What follows belongs to an exercise in optimizing a design on an open flow for small area; a production flow would make more cautious choices. The RTL was checked by simulation tests, not by an equivalence proof against the original design. The flow treats the clock pin as an ideal source, which a real chip does not have. Power is estimated from default activity; no workload was simulated.

==> flow/design.v (excerpt) <==
module fetch_top (
    input  logic    CLK,
    input  logic    reset,
    input  logic [1:0] pc_mux,
    input  logic [63:0] br_target,
    input  logic [63:0] mtvec,
    input  logic    trap,
    input  logic    br_stall_de,
    input  logic    br_stall_agex,
    input  logic    br_stall_mem,
    input  logic    mem_stall,
    output logic    de_v,
    output logic [31:0]   de_ir,
    output logic [63:0] de_npc,
    output logic    f_iam,
    output logic    f_iaf,
    output logic    f_ii
);
    logic [63:0] fetch_pc;
    logic        fetch_req;
    logic        cache_hit;
    logic        fault;
    logic        illegal;
    fetch_stage u_fetch_stage (
        .CLK           (CLK),
        .reset         (reset),
        .pc_mux        (pc_mux),
        .br_target     (br_target),
        .mtvec         (mtvec),
        .trap          (trap),
        .br_stall_de   (br_stall_de),
  ...
For scale: about 660 cells after synthesis, ~5600 um2 of cells after synthesis.
Settings: LEC_CHECK=0, CAP_MARGIN=10, CORE_MARGIN=2, CORE_UTILIZATION=60, SLEW_MARGIN=10; clock period 8.0 ns.
standard.sh (not shown) runs the stock make flow with config.mk's settings and CLKGATE_MAP_FILE= SYNTH_SCRIPT=/design/flow/synth_recipe.tcl, a recipe that flattens the netlist after the stock synthesis.
==> flow/flow/run.sh <==
#!/bin/bash
# The standard layout, with three changes:
#  * after the standard synthesis, its combinational cells are mapped again by
#    ABC with area-oriented scripts (flip-flops, their names and cell types
#    are left as the standard synthesis made them); of the scripts below, the
#    smallest netlist whose worst setup slack (OpenSTA, no wires) is at least
#    -0.05 ns is kept;
#  * each port is buffered by the smallest buffer cell instead of the one
#    buffer_ports picks by default;
#  * clock tree synthesis without dummy loads and with smaller clock buffers;
#    a clock buffer whose sinks would see a slew over 100 ps is upsized again
#    (flow/fixclk.tcl, run right after clock tree synthesis).
set -euo pipefail
HERE=$(pwd)
LIB=$FLOW_HOME/platforms/sky130hd/lib/sky130_fd_sc_hd__tt_025C_1v80.lib
YOSYS=${YOSYS_EXE:-$FLOW_HOME/../tools/install/yosys/bin/yosys}
command -v "$YOSYS" > /dev/null || YOSYS=yosys
R=$HERE/orfs/results/sky130hd/fetch_top/base

bash standard.sh synth > flow_synth.log 2>&1

cp $R/1_2_yosys.v $HERE/std_netlist.v
python3 flow/mkmap.py $LIB $HERE/comb_cells.v > flow_mkmap.log 2>&1

best=""
best_area=""
best_slack=""
for s in d3 f1 s3 s7 s22 s26; do
  cat > $HERE/resyn_$s.ys <<EOT
read_liberty -lib $LIB
read_verilog $HERE/std_netlist.v
hierarchy -top fetch_top
techmap -map $HERE/comb_cells.v
opt -purge
techmap
opt -purge
abc -liberty $LIB -dont_use *probe* -dont_use *lpflow* -script $HERE/flow/$s.abc
setundef -zero
splitnets
opt_clean -purge
hilomap -singleton -hicell sky130_fd_sc_hd__conb_1 HI -locell sky130_fd_sc_hd__conb_1 LO
insbuf -buf sky130_fd_sc_hd__buf_4 A X
stat -liberty $LIB
write_verilog -noattr -noexpr -nohex -nodec $HERE/resyn_$s.v
EOT
  if ! "$YOSYS" -s $HERE/resyn_$s.ys > flow_resyn_$s.log 2>&1; then continue; fi
  area=$(grep "Chip area" flow_resyn_$s.log | tail -1 | awk '{print $NF}')
  cat > $HERE/sta_$s.tcl <<EOT
read_lef $FLOW_HOME/platforms/sky130hd/lef/sky130_fd_sc_hd.tlef
read_lef $FLOW_HOME/platforms/sky130hd/lef/sky130_fd_sc_hd_merged.lef
read_liberty $LIB
read_verilog $HERE/resyn_$s.v
link_design fetch_top
read_sdc $HERE/constraint.sdc
set_wire_load_model -name "Small"
report_worst_slack -max -digits 3
EOT
  openroad -no_init -exit $HERE/sta_$s.tcl > flow_sta_$s.log 2>&1 || continue
  slack=$(grep "worst slack" flow_sta_$s.log | tail -1 | awk '{print $NF}')
  [[ -n "$area" && -n "$slack" ]] || continue
  echo "script $s area $area slack $slack" >> flow_choice.log
  if awk -v s="$slack" 'BEGIN{exit !(s >= -0.05)}'; then
    if [[ -z "$best" ]] || awk -v a="$area" -v b="$best_area" 'BEGIN{exit !(a < b)}'; then
      best=$s; best_area=$area; best_slack=$slack
    fi
  fi
done
[[ -n "$best" ]] || best=d3
echo "chosen $best" >> flow_choice.log

# hand the new netlist to the rest of the flow
cp $HERE/resyn_$best.v $R/1_2_yosys.v
rm -f $R/1_synth.odb $R/1_synth.sdc
export BUFFER_PORTS_ARGS="-buffer_cell sky130_fd_sc_hd__buf_1"
export CTS_ARGS="-sink_clustering_enable -repair_clock_nets -dont_use_dummy_load -buf_list sky130_fd_sc_hd__clkbuf_8 -root_buf sky130_fd_sc_hd__clkbuf_8 -sink_clustering_size 35 -sink_clustering_max_diameter 100"
export POST_CTS_TCL=$HERE/flow/fixclk.tcl
bash standard.sh synth > flow_synth2.log 2>&1
bash standard.sh finish > flow_finish.log 2>&1
==> flow/flow/fixclk.tcl <==
# Upsize each clock tree buffer whose sinks see a slew over 100 ps (placement
# estimate) to clkbuf_16, then legalize the placement again.
estimate_parasitics -placement
set fixed 0
foreach inst [get_cells clkbuf_*] {
  set worst 0
  foreach pin [get_pins -of_objects $inst -filter "direction == output"] {
    foreach sink [get_pins -of_objects [get_nets -of_objects $pin] -filter "direction == input"] {
      set s [get_property $sink slew_max]
      if {$s > $worst} { set worst $s }
    }
  }
  if {$worst > 0.100} {
    replace_cell $inst sky130_fd_sc_hd__clkbuf_16
    incr fixed
  }
}
puts "fixclk: upsized $fixed clock buffers"
if {$fixed > 0} {
  detailed_placement
  estimate_parasitics -placement
}
==> flow/flow/s22.abc <==
strash
&get -n
&dc2
&dc2
&b
&dc2
&b
&dch -f
&nf -R 1000
&put
==> flow/flow/s26.abc <==
strash
&get -n
&dc2
&b
&dc2
&b
&dch -f
&nf -R 1000 -p
&put
==> flow/flow/s3.abc <==
strash
&get -n
&dc2
&dc2
&dc2
&b
&dch -f
&nf -R 1000
&put
==> flow/flow/s7.abc <==
strash
&get -n
&dc2
&b
&dc2
&b
&dch -f
&nf -R 1000
&put
Other scripts of this flow, unchanged in this note and not shown: flow/flow/d3.abc, flow/flow/f1.abc, flow/flow/mkmap.py
The baseline completed without violations.
Next try:
Settings changed: CORE_UTILIZATION 60 to 75.
Now the flow failed in global placement (3_3_place_gp), error GPL-0301.
Area after synthesis is unchanged.
Synthesized cell count is unchanged.
Next try:
--- a/flow/flow/run.sh
+++ b/flow/flow/run.sh
@@ -7 +7 @@
-#    -0.05 ns is kept;
+#    -0.1 ns is kept;
@@ -28 +28 @@
-for s in d3 f1 s3 s7 s22 s26; do
+for s in d3 f1 f2 f4; do
@@ -62 +62 @@
-  if awk -v s="$slack" 'BEGIN{exit !(s >= -0.05)}'; then
+  if awk -v s="$slack" 'BEGIN{exit !(s >= -0.1)}'; then
==> flow/flow/f2.abc (new file) <==
strash; &get -n; &deepsyn -T 30; &b -d; &dch -f; &nf -R 1000; &put
==> flow/flow/f4.abc (new file) <==
strash; &get -n; &dc2; &dc2; &b -d; &dch -f; &nf -R 1000; &put
Settings changed: CAP_MARGIN 10 to 0, CORE_UTILIZATION 75 to 60, SLEW_MARGIN 10 to 0.
removed: flow/flow/s22.abc
removed: flow/flow/s26.abc
removed: flow/flow/s3.abc
removed: flow/flow/s7.abc
With this change the flow completed with no timing, DRC or antenna violations.
Synthesized area grows by 0.71%.
Synthesized cell count grows by 1.5%.
Next try:
--- a/flow/flow/run.sh
+++ b/flow/flow/run.sh
@@ -7 +7 @@
-#    -0.1 ns is kept;
+#    -1.0 ns is kept (timing repair in the layout closes the rest);
@@ -10,3 +10 @@
-#  * clock tree synthesis without dummy loads and with smaller clock buffers;
-#    a clock buffer whose sinks would see a slew over 100 ps is upsized again
-#    (flow/fixclk.tcl, run right after clock tree synthesis).
+#  * clock tree synthesis without dummy loads and with smaller clock buffers.
@@ -28 +26 @@
-for s in d3 f1 f2 f4; do
+for s in d3 f1 f2 f4 d1; do
@@ -62 +60 @@
-  if awk -v s="$slack" 'BEGIN{exit !(s >= -0.1)}'; then
+  if awk -v s="$slack" 'BEGIN{exit !(s >= -1.0)}'; then
@@ -75,2 +73 @@
-export CTS_ARGS="-sink_clustering_enable -repair_clock_nets -dont_use_dummy_load -buf_list sky130_fd_sc_hd__clkbuf_8 -root_buf sky130_fd_sc_hd__clkbuf_8 -sink_clustering_size 35 -sink_clustering_max_diameter 100"
-export POST_CTS_TCL=$HERE/flow/fixclk.tcl
+export CTS_ARGS="-sink_clustering_enable -repair_clock_nets -dont_use_dummy_load -buf_list sky130_fd_sc_hd__clkbuf_8 -root_buf sky130_fd_sc_hd__clkbuf_8 -sink_clustering_size 16 -sink_clustering_max_diameter 60"
==> flow/flow/d1.abc (new file) <==
strash; &get -n; &deepsyn -T 60; &b; &dch -f; &nf -R 1000; &put
Settings changed: CAP_MARGIN 0 to 10, SLEW_MARGIN 0 to 10.
removed: flow/flow/fixclk.tcl
What happened: Routed wire length came out lower by about 2.6%. Global-route usage falls by 0.18 points. Worst hold slack gets better by 0.011 ns. Design area climbs by about 0.7%. Non-clock buffer count rose by 18. Synthesized area shrinks by 2.4%. Power drops by about 1.6%. Via count falls by about 3%. Worst setup slack got worse by 0.11 ns.

what the ideal ports hide:
No port has a modelled driver above. Below, the same layouts with a new extraction and two added sets of constraints. Step 1 assumes that a clkbuf_16 drives the clock port and a buf_2 every other input. Step 2 times the ports against the registers' clock, not the clock port: input delays grow and output delays shrink by t, the midpoint of the rising clock arrivals with the driver on. Three values: ideal ports, drivers, drivers and shift; two values: the first two.
run | t (ns) | slack for setup (ns) | worst setup path at the end | clock arrival spread, ns | worst register clock-pin slew, ns
the first run | 0.402 | 0.359 / 0.369 / -0.033 | input to register | 0.029 / 0.030 | 0.10 / 0.10
the third run | 0.357 | 0.484 / 0.504 / 0.147 | input to register | 0.036 / 0.036 | 0.10 / 0.10
the fourth run | 0.384 | 0.376 / 0.387 / 0.003 | input to register | 0.052 / 0.052 | 0.12 / 0.12
With both steps, setup timing fails in the first run, where it was met with ideal ports. For the first run, which loses most, drivers alone change the setup slack by +0.010 ns; drivers and shift together by -0.392 ns.
